Source: an optimization exercise on an open RTL-to-GDS flow (aim: a short achievable clock period and few clock cycles per item). Production flows keep margins and buffers that such runs may drop. The RTL was checked by simulation tests, not by an equivalence proof against the original design. No driver is modelled on the clock port, so clocking that relies on it looks cheaper here than on a real chip.

==> run G <==
## lru_key_value_cache_top
module lru_key_value_cache_top
#(
    parameter int ENTRIES = lkvc_pkg::ENTRIES_DEF
)
(
    input  logic               clk,
    input  logic               rst_n,
    input  logic               cfg_valid,
    output logic               cfg_ready,
    input  logic [4:0]         cfg_data,
    input  logic               in_valid,
    output logic               in_ready,
    input  logic               req_type,
    input  logic signed [31:0] key,
    input  logic signed [31:0] value,
    output logic               out_valid,
    input  logic               out_ready,
    output logic               hit,
    output logic signed [31:0] read_value,
    output logic               evicted,
    output logic signed [31:0] evicted_key
);
    localparam int MAXOUT = lkvc_pkg::RSPQ_DEPTH + 1;
    logic              in_xfer;
    logic              out_xfer;
    logic [MAXOUT-1:0] oth;          
    logic [MAXOUT-1:0] oth_up;
    logic [MAXOUT-1:0] oth_dn;
    logic              in_ready_q;
    logic          a_valid;
    logic          a_type;
    logic [31:0]   a_key;
    logic [31:0]   a_val;
    logic          r_valid;
    logic          res_hit;
    logic          res_ev;
    logic          res_get;
    logic [31:0]   res_data;
    logic [31:0]   rv_u;
    logic [31:0]   ek_u;
    assign cfg_ready = 1'b1;
    assign in_ready  = in_ready_q;
    assign in_xfer   = in_valid && in_ready_q;
    assign out_xfer  = out_valid && out_ready;
    assign oth_up = {oth[MAXOUT-2:0], 1'b1};
    assign oth_dn = {1'b0, oth[MAXOUT-1:1]};
    always_ff @(posedge clk or negedge rst_n)
    begin
        if (!rst_n)
        begin
            oth <= '0;
        end
        else
        begin
            if (in_xfer && !out_xfer)
            begin
                oth <= oth_up;
            end
            else if (out_xfer && !in_xfer)
            begin
                oth <= oth_dn;
            end
        end
    end
    always_ff @(posedge clk)
    begin
        if (in_xfer)
        begin
            in_ready_q <= out_xfer ? !oth[MAXOUT-1] : !oth[MAXOUT-2];
        end
        else
        begin
  ...
==> module lkvc_rsp_reg, before the edit <==
module lkvc_rsp_reg
(
    input  logic        clk,
    input  logic        rst_n,
    input  logic        push,
    input  logic        in_hit,
    input  logic        in_ev,
    input  logic        in_get,
    input  logic [31:0] in_data,
    input  logic        take,
    output logic        out_valid,
    output logic        hit,
    output logic [31:0] read_value,
    output logic        evicted,
    output logic [31:0] evicted_key
);
    localparam int D = lkvc_pkg::RSPQ_DEPTH;
    logic [34:0]  q_mem [D];
    logic [D-1:0] rp;
    logic [D-1:0] wp;
    logic [D-1:0] qth;       
    logic         load_head;
    logic         from_q;
    logic [34:0]  q_head;
    logic [34:0]  src;
    logic [D-1:0] qth_ld;
    logic [D-1:0] qth_hold;
    logic [D-1:0] wp_ld;
    logic [D-1:0] wp_hold;
    logic         head_empty;    
    logic [34:0]  hold;          
    logic         hold_hit_n;
    logic         hold_ev_n;
    assign load_head = head_empty || take;
    assign from_q    = qth[0];
    always_comb
    begin
        q_head = '0;
        for (int i = 0; i < D; i++)
        begin
            q_head = q_head | (q_mem[i] & {35{rp[i]}});
        end
    end
    assign src = from_q ? q_head : {in_hit, in_ev, in_get, in_data};
    assign qth_ld   = (from_q && !push) ? {1'b0, qth[D-1:1]} : qth;
    assign qth_hold = push ? {qth[D-2:0], 1'b1} : qth;
    assign wp_ld    = (from_q && push) ? {wp[D-2:0], wp[D-1]} : wp;
    assign wp_hold  = push ? {wp[D-2:0], wp[D-1]} : wp;
    always_ff @(posedge clk)
    begin
        for (int i = 0; i < D; i++)
        begin
            if (push && wp[i])
            begin
                q_mem[i] <= {in_hit, in_ev, in_get, in_data};
            end
        end
    end
    always_ff @(posedge clk or negedge rst_n)
    begin
        if (!rst_n)
        begin
            rp         <= D'(1);
            wp         <= D'(1);
            qth        <= '0;
            out_valid  <= 1'b0;
            head_empty <= 1'b1;
        end
        else
        begin
            if (load_head)
            begin
                rp        <= from_q ? {rp[D-2:0], rp[D-1]} : rp;
                wp        <= wp_ld;
                qth       <= qth_ld;
                out_valid  <= from_q || push;
                head_empty <= !(from_q || push);
            end
            else
            begin
                wp        <= wp_hold;
                qth       <= qth_hold;
            end
        end
    end
    always_ff @(posedge clk)
    begin
        if (load_head)
        begin
            hold       <= src;
            hold_hit_n <= !src[34];
            hold_ev_n  <= !src[33];
        end
    end
    always_ff @(posedge clk)
    begin
        if (load_head)
        begin
            hit         <= src[34];
            evicted     <= src[33];
            read_value  <= src[32] ? src[31:0] : 32'd0;
            evicted_key <= src[32] ? 32'd0 : src[31:0];
        end
        else
        begin
            hit         <= !hold_hit_n;
            evicted     <= !hold_ev_n;
            read_value  <= hold[32] ? hold[31:0] : 32'd0;
            evicted_key <= hold[32] ? 32'd0 : hold[31:0];
        end
    end
endmodule
==> module lru_key_value_cache_top, before the edit <==
module lru_key_value_cache_top
#(
    parameter int ENTRIES = lkvc_pkg::ENTRIES_DEF
)
(
    input  logic               clk,
    input  logic               rst_n,
    input  logic               cfg_valid,
    output logic               cfg_ready,
    input  logic [4:0]         cfg_data,
    input  logic               in_valid,
    output logic               in_ready,
    input  logic               req_type,
    input  logic signed [31:0] key,
    input  logic signed [31:0] value,
    output logic               out_valid,
    input  logic               out_ready,
    output logic               hit,
    output logic signed [31:0] read_value,
    output logic               evicted,
    output logic signed [31:0] evicted_key
);
    localparam int MAXOUT = lkvc_pkg::RSPQ_DEPTH + 1;
    logic              in_xfer;
    logic              out_xfer;
    logic [MAXOUT-1:0] oth;          
    logic [MAXOUT-1:0] oth_up;
    logic [MAXOUT-1:0] oth_dn;
    logic              in_ready_q;
    logic          a_valid;
    logic          a_type;
    logic [31:0]   a_key;
    logic [31:0]   a_val;
    logic          r_valid;
    logic          res_hit;
    logic          res_ev;
    logic          res_get;
    logic [31:0]   res_data;
    logic [31:0]   rv_u;
    logic [31:0]   ek_u;
    assign cfg_ready = 1'b1;
    assign in_ready  = in_ready_q;
    assign in_xfer   = in_valid && in_ready_q;
    assign out_xfer  = out_valid && out_ready;
    assign oth_up = {oth[MAXOUT-2:0], 1'b1};
    assign oth_dn = {1'b0, oth[MAXOUT-1:1]};
    always_ff @(posedge clk or negedge rst_n)
    begin
        if (!rst_n)
        begin
            oth <= '0;
        end
        else
        begin
            if (in_xfer && !out_xfer)
            begin
                oth <= oth_up;
            end
            else if (out_xfer && !in_xfer)
            begin
                oth <= oth_dn;
            end
        end
    end
    always_ff @(posedge clk)
    begin
        if (in_xfer)
        begin
            in_ready_q <= out_xfer ? !oth[MAXOUT-1] : !oth[MAXOUT-2];
        end
        else
        begin
            in_ready_q <= out_xfer || !oth[MAXOUT-1];
        end
    end
    lkvc_req_reg u_req_reg (
        .clk      (clk),
        .rst_n    (rst_n),
        .load     (in_xfer),
        .req_type (req_type),
        .key      (key),
        .value    (value),
        .a_valid  (a_valid),
        .a_type   (a_type),
        .a_key    (a_key),
        .a_val    (a_val)
    );
    lkvc_store u_store (
        .clk      (clk),
        .rst_n    (rst_n),
        .cfg_we   (cfg_valid && cfg_ready),
        .cfg_data (cfg_data),
        .a_valid  (a_valid),
        .a_type   (a_type),
        .a_key    (a_key),
        .a_val    (a_val),
        .in_key   (key),
        .r_valid  (r_valid),
        .res_hit  (res_hit),
        .res_ev   (res_ev),
        .res_get  (res_get),
        .res_data (res_data)
    );
    lkvc_rsp_reg u_rsp_reg (
        .clk         (clk),
        .rst_n       (rst_n),
        .push        (r_valid),
        .in_hit      (res_hit),
        .in_ev       (res_ev),
        .in_get      (res_get),
        .in_data     (res_data),
        .take        (out_ready),
        .out_valid   (out_valid),
        .hit         (hit),
        .read_value  (rv_u),
        .evicted     (evicted),
        .evicted_key (ek_u)
    );
    assign read_value  = rv_u;
    assign evicted_key = ek_u;
endmodule
==> flow/config.mk <==
export PLATFORM = sky130hd
export DESIGN_NAME = lru_key_value_cache_top
export DESIGN_NICKNAME = lru_key_value_cache_top
export VERILOG_FILES = /design/flow/design.v
export SDC_FILE = /design/flow/constraint.sdc
export NUM_CORES = 4
export LEC_CHECK = 0
export ABC_CLOCK_PERIOD_IN_PS = 2000
export CAP_MARGIN = 20
export CORE_MARGIN = 2
export CORE_UTILIZATION = 65
export CTS_CLUSTER_DIAMETER = 70
export CTS_CLUSTER_SIZE = 25
export SLEW_MARGIN = 20
==> flow/constraint.sdc <==
create_clock -name core_clock -period 8.0 [get_ports {clk}]
set_input_delay 1.6000 -clock core_clock [delete_from_list [all_inputs] [get_ports {clk}]]
set_output_delay 1.6000 -clock core_clock [all_outputs]
set_load 0.01 [all_outputs]
standard.sh (not shown) runs the stock make flow with config.mk's settings and CLKGATE_MAP_FILE= SYNTH_SCRIPT=/design/flow/synth_recipe.tcl, a recipe that flattens the netlist after the stock synthesis.
==> flow/flow/run.sh <==
#!/bin/bash
set -euo pipefail
bash standard.sh SETUP_SLACK_MARGIN=5.6 finish > standard_make.log 2>&1
==> run R (differences from run G) <==
--- a/flow/design.v
+++ b/flow/design.v
@@ -43,16 +43,17 @@
     input  logic        rst_n,
     input  logic        push,
     input  logic        in_hit,
     input  logic        in_ev,
     input  logic        in_get,
     input  logic [31:0] in_data,
     input  logic        take,
     output logic        out_valid,
+    output logic        valid_int,      
     output logic        hit,
     output logic [31:0] read_value,
     output logic        evicted,
     output logic [31:0] evicted_key
 );
     localparam int D = lkvc_pkg::RSPQ_DEPTH;
     logic [34:0]  q_mem [D];
     logic [D-1:0] rp;
@@ -66,16 +67,17 @@
     logic [D-1:0] qth_hold;
     logic [D-1:0] wp_ld;
     logic [D-1:0] wp_hold;
     logic         head_empty;    
     logic [34:0]  hold;          
     logic         hold_hit_n;
     logic         hold_ev_n;
     assign load_head = head_empty || take;
+    assign valid_int = !head_empty;
     assign from_q    = qth[0];
     always_comb
     begin
         q_head = '0;
         for (int i = 0; i < D; i++)
         begin
             q_head = q_head | (q_mem[i] & {35{rp[i]}});
         end
@@ -102,23 +104,23 @@
             rp         <= D'(1);
             wp         <= D'(1);
             qth        <= '0;
             out_valid  <= 1'b0;
             head_empty <= 1'b1;
         end
         else
         begin
+            out_valid  <= !load_head || from_q || push;
+            head_empty <= load_head && !(from_q || push);
             if (load_head)
             begin
                 rp        <= from_q ? {rp[D-2:0], rp[D-1]} : rp;
                 wp        <= wp_ld;
                 qth       <= qth_ld;
-                out_valid  <= from_q || push;
-                head_empty <= !(from_q || push);
             end
             else
             begin
                 wp        <= wp_hold;
                 qth       <= qth_hold;
             end
         end
     end
@@ -426,31 +428,32 @@
 );
     localparam int MAXOUT = lkvc_pkg::RSPQ_DEPTH + 1;
     logic              in_xfer;
     logic              out_xfer;
     logic [MAXOUT-1:0] oth;          
     logic [MAXOUT-1:0] oth_up;
     logic [MAXOUT-1:0] oth_dn;
     logic              in_ready_q;
+    logic              out_valid_int;
     logic          a_valid;
     logic          a_type;
     logic [31:0]   a_key;
     logic [31:0]   a_val;
     logic          r_valid;
     logic          res_hit;
     logic          res_ev;
     logic          res_get;
     logic [31:0]   res_data;
     logic [31:0]   rv_u;
     logic [31:0]   ek_u;
     assign cfg_ready = 1'b1;
     assign in_ready  = in_ready_q;
     assign in_xfer   = in_valid && in_ready_q;
-    assign out_xfer  = out_valid && out_ready;
+    assign out_xfer  = out_valid_int && out_ready;
     assign oth_up = {oth[MAXOUT-2:0], 1'b1};
     assign oth_dn = {1'b0, oth[MAXOUT-1:1]};
     always_ff @(posedge clk or negedge rst_n)
     begin
         if (!rst_n)
         begin
             oth <= '0;
         end
@@ -510,16 +513,17 @@
         .rst_n       (rst_n),
         .push        (r_valid),
         .in_hit      (res_hit),
         .in_ev       (res_ev),
         .in_get      (res_get),
         .in_data     (res_data),
         .take        (out_ready),
         .out_valid   (out_valid),
+        .valid_int   (out_valid_int),
         .hit         (hit),
         .read_value  (rv_u),
         .evicted     (evicted),
         .evicted_key (ek_u)
     );
     assign read_value  = rv_u;
     assign evicted_key = ek_u;
 endmodule
==> flow/flow/run.sh (replaced) <==
#!/bin/bash
set -euo pipefail
bash standard.sh SETUP_SLACK_MARGIN=5.6 PRE_CTS_TCL="$PWD/flow/clk_root.tcl" finish > standard_make.log 2>&1
==> flow/flow/clk_root.tcl (new file) <==

proc clk_root_edit {} {
  set block [ord::get_db_block]
  set clknet [$block findNet clk]
  set its [$clknet getITerms]
  if {[llength $its] != 1} {
    puts "clk_root: clock port drives [llength $its] pins, tree left as it is"
    return
  }
  set root [[lindex $its 0] getInst]
  set rnet [[$root findITerm X] getNet]
  set l1 {}
  foreach it [$rnet getITerms] {
    if {[$it getInst] ne $root} { lappend l1 [$it getInst] }
  }
  puts "clk_root: root [$root getName] drives [llength $l1] buffers"
  while {[llength $l1] > 4} {
    set best {}
    set bd 1e18
    for {set i 0} {$i < [llength $l1]} {incr i} {
      for {set j [expr {$i + 1}]} {$j < [llength $l1]} {incr j} {
        lassign [[lindex $l1 $i] getLocation] ax ay
        lassign [[lindex $l1 $j] getLocation] bx by
        set d [expr {abs($ax - $bx) + abs($ay - $by)}]
        if {$d < $bd} { set bd $d; set best [list $i $j] }
      }
    }
    lassign $best i j
    set keep [lindex $l1 $i]
    set gone [lindex $l1 $j]
    set knet [[$keep findITerm X] getNet]
    set gnet [[$gone findITerm X] getNet]
    foreach it [$gnet getITerms] {
      if {[$it getInst] ne $gone} { $it disconnect; $it connect $knet }
    }
    lassign [$keep getLocation] ax ay
    lassign [$gone getLocation] bx by
    $keep setLocation [expr {($ax + $bx) / 2}] [expr {($ay + $by) / 2}]
    puts "clk_root: merged [$gone getName] into [$keep getName]"
    [$gone findITerm A] disconnect
    [$gone findITerm X] disconnect
    odb::dbInst_destroy $gone
    odb::dbNet_destroy $gnet
    set l1 [lreplace $l1 $j $j]
  }
  foreach b $l1 {
    set it [$b findITerm A]
    $it disconnect
    $it connect $clknet
  }
  [$root findITerm A] disconnect
  [$root findITerm X] disconnect
  odb::dbInst_destroy $root
  odb::dbNet_destroy $rnet
  puts "clk_root: clock port now drives [llength [$clknet getITerms]] pins"
}

rename clock_tree_synthesis clk_root_tritoncts
proc clock_tree_synthesis {args} {
  clk_root_tritoncts {*}$args
  clk_root_edit
}
==> flow/config.mk (replaced) <==
export PLATFORM = sky130hd
export DESIGN_NAME = lru_key_value_cache_top
export DESIGN_NICKNAME = lru_key_value_cache_top
export VERILOG_FILES = /design/flow/design.v
export SDC_FILE = /design/flow/constraint.sdc
export NUM_CORES = 4
export LEC_CHECK = 0
export ABC_CLOCK_PERIOD_IN_PS = 2000
export CAP_MARGIN = 20
export CORE_MARGIN = 2
export CORE_UTILIZATION = 55
export CTS_CLUSTER_DIAMETER = 80
export CTS_CLUSTER_SIZE = 25
export SLEW_MARGIN = 20
==> run X (differences from run G) <==
--- a/flow/design.v
+++ b/flow/design.v
@@ -61,21 +61,17 @@
     logic         load_head;
     logic         from_q;
     logic [34:0]  q_head;
     logic [34:0]  src;
     logic [D-1:0] qth_ld;
     logic [D-1:0] qth_hold;
     logic [D-1:0] wp_ld;
     logic [D-1:0] wp_hold;
-    logic         head_empty;    
-    logic [34:0]  hold;          
-    logic         hold_hit_n;
-    logic         hold_ev_n;
-    assign load_head = head_empty || take;
+    assign load_head = !out_valid || take;
     assign from_q    = qth[0];
     always_comb
     begin
         q_head = '0;
         for (int i = 0; i < D; i++)
         begin
             q_head = q_head | (q_mem[i] & {35{rp[i]}});
         end
@@ -94,64 +90,46 @@
                 q_mem[i] <= {in_hit, in_ev, in_get, in_data};
             end
         end
     end
     always_ff @(posedge clk or negedge rst_n)
     begin
         if (!rst_n)
         begin
-            rp         <= D'(1);
-            wp         <= D'(1);
-            qth        <= '0;
-            out_valid  <= 1'b0;
-            head_empty <= 1'b1;
+            rp        <= D'(1);
+            wp        <= D'(1);
+            qth       <= '0;
+            out_valid <= 1'b0;
         end
         else
         begin
             if (load_head)
             begin
                 rp        <= from_q ? {rp[D-2:0], rp[D-1]} : rp;
                 wp        <= wp_ld;
                 qth       <= qth_ld;
-                out_valid  <= from_q || push;
-                head_empty <= !(from_q || push);
+                out_valid <= from_q || push;
             end
             else
             begin
                 wp        <= wp_hold;
                 qth       <= qth_hold;
             end
         end
     end
     always_ff @(posedge clk)
     begin
         if (load_head)
         begin
-            hold       <= src;
-            hold_hit_n <= !src[34];
-            hold_ev_n  <= !src[33];
-        end
-    end
-    always_ff @(posedge clk)
-    begin
-        if (load_head)
-        begin
             hit         <= src[34];
             evicted     <= src[33];
             read_value  <= src[32] ? src[31:0] : 32'd0;
             evicted_key <= src[32] ? 32'd0 : src[31:0];
         end
-        else
-        begin
-            hit         <= !hold_hit_n;
-            evicted     <= !hold_ev_n;
-            read_value  <= hold[32] ? hold[31:0] : 32'd0;
-            evicted_key <= hold[32] ? 32'd0 : hold[31:0];
-        end
     end
 endmodule
 module lkvc_store
 (
     input  logic        clk,
     input  logic        rst_n,
     input  logic        cfg_we,
     input  logic [4:0]  cfg_data,
==> flow/run.sh (new file) <==
#!/bin/bash
# synth_recipe.tcl (not shown) runs the flow's synth.tcl, then flattens the netlist and writes it again
# the make line also repeats each setting of config.mk as NAME=value (left out here)
make -C /OpenROAD-flow-scripts/flow DESIGN_CONFIG=/design/flow/config.mk WORK_HOME=/design/flow/orfs CLKGATE_MAP_FILE= SYNTH_SCRIPT=/design/flow/synth_recipe.tcl finish
==> flow/config.mk (replaced) <==
export PLATFORM = sky130hd
export DESIGN_NAME = lru_key_value_cache_top
export DESIGN_NICKNAME = lru_key_value_cache_top
export VERILOG_FILES = /design/flow/design.v
export SDC_FILE = /design/flow/constraint.sdc
export NUM_CORES = 4
export LEC_CHECK = 0
export ABC_CLOCK_PERIOD_IN_PS = 2000
export CAP_MARGIN = 20
export CORE_MARGIN = 2
export CORE_UTILIZATION = 55
export SETUP_SLACK_MARGIN = 5
export SLEW_MARGIN = 20
removed: flow/flow/run.sh
removed: flow/standard.sh
==> run F (differences from run G) <==
--- a/flow/design.v
+++ b/flow/design.v
@@ -12,17 +12,18 @@
     input  logic        rst_n,
     input  logic        load,
     input  logic        req_type,
     input  logic [31:0] key,
     input  logic [31:0] value,
     output logic        a_valid,
     output logic        a_type,
     output logic [31:0] a_key,
-    output logic [31:0] a_val
+    output logic [31:0] a_val,
+    output logic        a_eqp
 );
     always_ff @(posedge clk or negedge rst_n)
     begin
         if (!rst_n)
         begin
             a_valid <= 1'b0;
         end
         else
@@ -30,16 +31,17 @@
             a_valid <= load;
         end
     end
     always_ff @(posedge clk)
     begin
         a_type <= req_type;
         a_key  <= key;
         a_val  <= value;
+        a_eqp  <= (key == a_key);
     end
 endmodule
 module lkvc_rsp_reg
 (
     input  logic        clk,
     input  logic        rst_n,
     input  logic        push,
     input  logic        in_hit,
@@ -61,21 +63,17 @@
     logic         load_head;
     logic         from_q;
     logic [34:0]  q_head;
     logic [34:0]  src;
     logic [D-1:0] qth_ld;
     logic [D-1:0] qth_hold;
     logic [D-1:0] wp_ld;
     logic [D-1:0] wp_hold;
-    logic         head_empty;    
-    logic [34:0]  hold;          
-    logic         hold_hit_n;
-    logic         hold_ev_n;
-    assign load_head = head_empty || take;
+    assign load_head = !out_valid || take;
     assign from_q    = qth[0];
     always_comb
     begin
         q_head = '0;
         for (int i = 0; i < D; i++)
         begin
             q_head = q_head | (q_mem[i] & {35{rp[i]}});
         end
@@ -94,77 +92,59 @@
                 q_mem[i] <= {in_hit, in_ev, in_get, in_data};
             end
         end
     end
     always_ff @(posedge clk or negedge rst_n)
     begin
         if (!rst_n)
         begin
-            rp         <= D'(1);
-            wp         <= D'(1);
-            qth        <= '0;
-            out_valid  <= 1'b0;
-            head_empty <= 1'b1;
+            rp        <= D'(1);
+            wp        <= D'(1);
+            qth       <= '0;
+            out_valid <= 1'b0;
         end
         else
         begin
             if (load_head)
             begin
                 rp        <= from_q ? {rp[D-2:0], rp[D-1]} : rp;
                 wp        <= wp_ld;
                 qth       <= qth_ld;
-                out_valid  <= from_q || push;
-                head_empty <= !(from_q || push);
+                out_valid <= from_q || push;
             end
             else
             begin
                 wp        <= wp_hold;
                 qth       <= qth_hold;
             end
         end
     end
     always_ff @(posedge clk)
     begin
         if (load_head)
         begin
-            hold       <= src;
-            hold_hit_n <= !src[34];
-            hold_ev_n  <= !src[33];
-        end
-    end
-    always_ff @(posedge clk)
-    begin
-        if (load_head)
-        begin
             hit         <= src[34];
             evicted     <= src[33];
             read_value  <= src[32] ? src[31:0] : 32'd0;
             evicted_key <= src[32] ? 32'd0 : src[31:0];
         end
-        else
-        begin
-            hit         <= !hold_hit_n;
-            evicted     <= !hold_ev_n;
-            read_value  <= hold[32] ? hold[31:0] : 32'd0;
-            evicted_key <= hold[32] ? 32'd0 : hold[31:0];
-        end
     end
 endmodule
 module lkvc_store
 (
     input  logic        clk,
     input  logic        rst_n,
     input  logic        cfg_we,
     input  logic [4:0]  cfg_data,
     input  logic        a_valid,
     input  logic        a_type,
     input  logic [31:0] a_key,
     input  logic [31:0] a_val,
-    input  logic [31:0] in_key,
+    input  logic        a_eqp,
     output logic        r_valid,
     output logic        res_hit,
     output logic        res_ev,
     output logic        res_get,
     output logic [31:0] res_data
 );
     localparam int N = lkvc_pkg::ENTRIES_DEF;
     logic [31:0]  key_q [N];
@@ -178,38 +158,32 @@
     logic [N*N-1:0] rec;      
     logic         c_valid;
     logic         c_put;
     logic         c_get;
     logic [31:0]  c_key;
     logic [31:0]  c_val;
     logic [N-1:0] c_eq;
     logic         c_eqp;
-    logic         a_eq1;      
-    logic         a_eq2;      
     logic         c_any;
     logic         c_eqsel;
     logic         ins_any_q;
-    logic [N-1:0] w_ins;
-    logic [N-1:0] w_vwe;
-    logic [31:0]  w_key;
-    logic [31:0]  w_val;
     logic [N-1:0] r_mg;
     logic         r_getmiss;
     logic         r_evict;
     logic [31:0]  r_ek;
     logic [N-1:0] eq_a;
     logic         any_a;
     logic         eqsel_a;
     logic [N-1:0] sel;
     always_comb
     begin
         for (int i = 0; i < N; i++)
         begin
-            eq_a[i] = vld_q[i] && (w_ins[i] ? a_eq2 : (a_key == key_q[i]));
+            eq_a[i] = vld_q[i] && (a_key == key_q[i]);
         end
     end
     assign any_a   = |eq_a;
     assign eqsel_a = |(eq_a & sel);
     always_ff @(posedge clk or negedge rst_n)
     begin
         if (!rst_n)
         begin
@@ -222,24 +196,22 @@
             c_valid <= a_valid;
             c_put   <= a_valid && (a_type == lkvc_pkg::REQ_PUT);
             c_get   <= a_valid && (a_type == lkvc_pkg::REQ_GET);
         end
     end
     always_ff @(posedge clk)
     begin
         c_eq    <= a_valid ? eq_a : '0;
-        c_eqp   <= a_valid && a_eq1;
+        c_eqp   <= a_valid && a_eqp;
         c_any   <= a_valid && any_a;
         c_eqsel <= eqsel_a;
     end
     always_ff @(posedge clk)
     begin
-        a_eq1 <= (in_key == a_key);
-        a_eq2 <= (in_key == c_key);
         c_key <= a_key;
         c_val <= a_val;
     end
     logic [N-1:0] m;
     logic         hit;
     logic         hit_lru;
     logic [N-1:0] free_oh;
     logic         insert;
@@ -289,20 +261,16 @@
     assign full_inc  = capoh_q[0] | (|(vld_q[N-2:0] & capoh_q[N-1:1]));
     always_comb
     begin
         ek_raw = '0;
         for (int i = 0; i < N; i++)
         begin
             ek_raw = ek_raw | (key_q[i] & {32{lru_q[i]}});
         end
-        if (|(w_ins & lru_q))
-        begin
-            ek_raw = w_key;
-        end
     end
     always_ff @(posedge clk or negedge rst_n)
     begin
         if (!rst_n)
         begin
             vld_q <= '0;
             cap_q <= lkvc_pkg::CAP_RESET;
         end
@@ -320,18 +288,18 @@
     end
     always_ff @(posedge clk)
     begin
         for (int k = 0; k < N; k++)
         begin
             capoh_q[k] <= (cap_q == 5'd0) ? (k == 0) :
                           ((cap_q > 5'(N)) ? (k == N - 1) : (cap_q == 5'(k + 1)));
         end
-        ins_q     <= ins & {N{a_valid}};
-        ins_any_q <= insert && a_valid;
+        ins_q     <= ins;
+        ins_any_q <= insert;
         lru_q     <= touch_lru ? l2x : lru_keep;
         full_q    <= insert_nf ? full_inc : full_same;
     end
     genvar gi;
     genvar gj;
     generate
         for (gi = 0; gi < N; gi++)
         begin : g_row
@@ -348,32 +316,25 @@
                     assign rec[gj*N+gi] = ~u;
                 end
             end
             assign rec[gi*N+gi] = 1'b0;
         end
     endgenerate
     always_ff @(posedge clk)
     begin
-        w_ins <= ins;
-        w_vwe <= (m & {N{c_put}}) | ins;
-        w_key <= c_key;
-        w_val <= c_val;
-    end
-    always_ff @(posedge clk)
-    begin
         for (int i = 0; i < N; i++)
         begin
-            if (w_ins[i])
+            if (ins[i])
             begin
-                key_q[i] <= w_key;
+                key_q[i] <= c_key;
             end
-            if (w_vwe[i])
+            if ((m[i] && c_put) || ins[i])
             begin
-                val_q[i] <= w_val;
+                val_q[i] <= c_val;
             end
         end
     end
     always_ff @(posedge clk or negedge rst_n)
     begin
         if (!rst_n)
         begin
             r_valid <= 1'b0;
@@ -430,16 +391,17 @@
     logic [MAXOUT-1:0] oth;          
     logic [MAXOUT-1:0] oth_up;
     logic [MAXOUT-1:0] oth_dn;
     logic              in_ready_q;
     logic          a_valid;
     logic          a_type;
     logic [31:0]   a_key;
     logic [31:0]   a_val;
+    logic          a_eqp;
     logic          r_valid;
     logic          res_hit;
     logic          res_ev;
     logic          res_get;
     logic [31:0]   res_data;
     logic [31:0]   rv_u;
     logic [31:0]   ek_u;
     assign cfg_ready = 1'b1;
@@ -482,28 +444,29 @@
         .rst_n    (rst_n),
         .load     (in_xfer),
         .req_type (req_type),
         .key      (key),
         .value    (value),
         .a_valid  (a_valid),
         .a_type   (a_type),
         .a_key    (a_key),
-        .a_val    (a_val)
+        .a_val    (a_val),
+        .a_eqp    (a_eqp)
     );
     lkvc_store u_store (
         .clk      (clk),
         .rst_n    (rst_n),
         .cfg_we   (cfg_valid && cfg_ready),
         .cfg_data (cfg_data),
         .a_valid  (a_valid),
         .a_type   (a_type),
         .a_key    (a_key),
         .a_val    (a_val),
-        .in_key   (key),
+        .a_eqp    (a_eqp),
         .r_valid  (r_valid),
         .res_hit  (res_hit),
         .res_ev   (res_ev),
         .res_get  (res_get),
         .res_data (res_data)
     );
     lkvc_rsp_reg u_rsp_reg (
         .clk         (clk),
==> flow/run.sh (new file) <==
#!/bin/bash
# synth_recipe.tcl (not shown) runs the flow's synth.tcl, then flattens the netlist and writes it again
# the make line also repeats each setting of config.mk as NAME=value (left out here)
make -C /OpenROAD-flow-scripts/flow DESIGN_CONFIG=/design/flow/config.mk WORK_HOME=/design/flow/orfs CLKGATE_MAP_FILE= SYNTH_SCRIPT=/design/flow/synth_recipe.tcl finish
==> flow/config.mk (replaced) <==
export PLATFORM = sky130hd
export DESIGN_NAME = lru_key_value_cache_top
export DESIGN_NICKNAME = lru_key_value_cache_top
export VERILOG_FILES = /design/flow/design.v
export SDC_FILE = /design/flow/constraint.sdc
export NUM_CORES = 4
export LEC_CHECK = 0
export ABC_CLOCK_PERIOD_IN_PS = 2000
export CAP_MARGIN = 20
export CORE_MARGIN = 2
export CORE_UTILIZATION = 40
export SETUP_SLACK_MARGIN = 5
export SLEW_MARGIN = 20
removed: flow/flow/run.sh
removed: flow/standard.sh
==> notes <==
- Between run R and run F, the lower non-clock buffer count is in run F (gap 151).
- Clock skew: run X < run G < run F < run R.
- Against run X, the clock-buffer cell count of run R is lower by 135.
- First-iteration DRC count: run G > run R > run X > run F.
==> figures <==
| metric | run R | run X | run F | run G |
|---|---|---|---|---|
| Detail Route met3 WL | 31400 um | 27600 um | 25900 um | 33400 um |
| Floorplan die area | 0.126 mm^2 | 0.124 mm^2 | 0.163 mm^2 | 0.107 mm^2 |
| Time the final worst path needs with I/O delays and setup | 2.67 ns | 3.18 ns | 3.27 ns | 2.87 ns |
| Mean Syn Cell Area | 14.2 um^2 | 14.4 um^2 | 14.9 um^2 | 14.1 um^2 |
| Outcome | complete, no violations | complete, no violations | complete, no violations | complete, no violations |
| Die Y | 355 um | 353 um | 404 um | 327 um |
| Count of cell instances traversed by the critical path | 1 | 8 | 7 | 1 |
| Compound-cell area share of the yosys netlist | 0.110 | 0.107 | 0.110 | 0.109 |
| Detailed router's first-iteration violation count | 8064 | 7160 | 6476 | 9224 |
| TritonCTS Sinks | 1779 | 1743 | 1646 | 1779 |
Testbench counts of run G, summed over its fixed seeds: cycles 12,032, items 12,000.
Testbench counts of run R, summed over its fixed seeds: cycles 12,032, items 12,000.
Testbench counts of run X, summed over its fixed seeds: cycles 12,032, items 12,000.
Testbench counts of run F, summed over its fixed seeds: cycles 12,032, items 12,000.

## afterwards: timing with drivers on the ports
The results above use ideal ports. As a check the final layouts listed here were re-extracted and re-timed, cells and wires unchanged.
Step 1 assumes that a clkbuf_16 drives the clock port and a buf_2 every other input.
Step 2 adds t to the input delays and takes it off the output delays; t is the mean of the earliest and latest rising clock arrival at the registers after step 1. Input paths then give back, and output paths get back, about the clock's delay inside the block.
Three values: ideal, step 1, step 2; two values: the first two.
| run | t (ns) | setup slack, ns | worst setup path at the end | worst slew at a driven data input, ns |
|---|---|---|---|---|
| run G | 0.811 | 5.134 / 5.052 / 4.774 | input to register | 0.13 |
| run R | 0.756 | 5.332 / 5.156 / 5.039 | input to register | 0.19 |
| run X | 0.890 | 4.815 / 4.815 / 3.937 | input to register | 0.25 |
| run F | 0.883 | 4.726 / 4.726 / 4.317 | input to register | 0.06 |
After both steps setup and hold are still met in every run listed. The setup slack of run X, which loses most, moves by 0.000 ns with the drivers and by -0.878 ns with both steps.
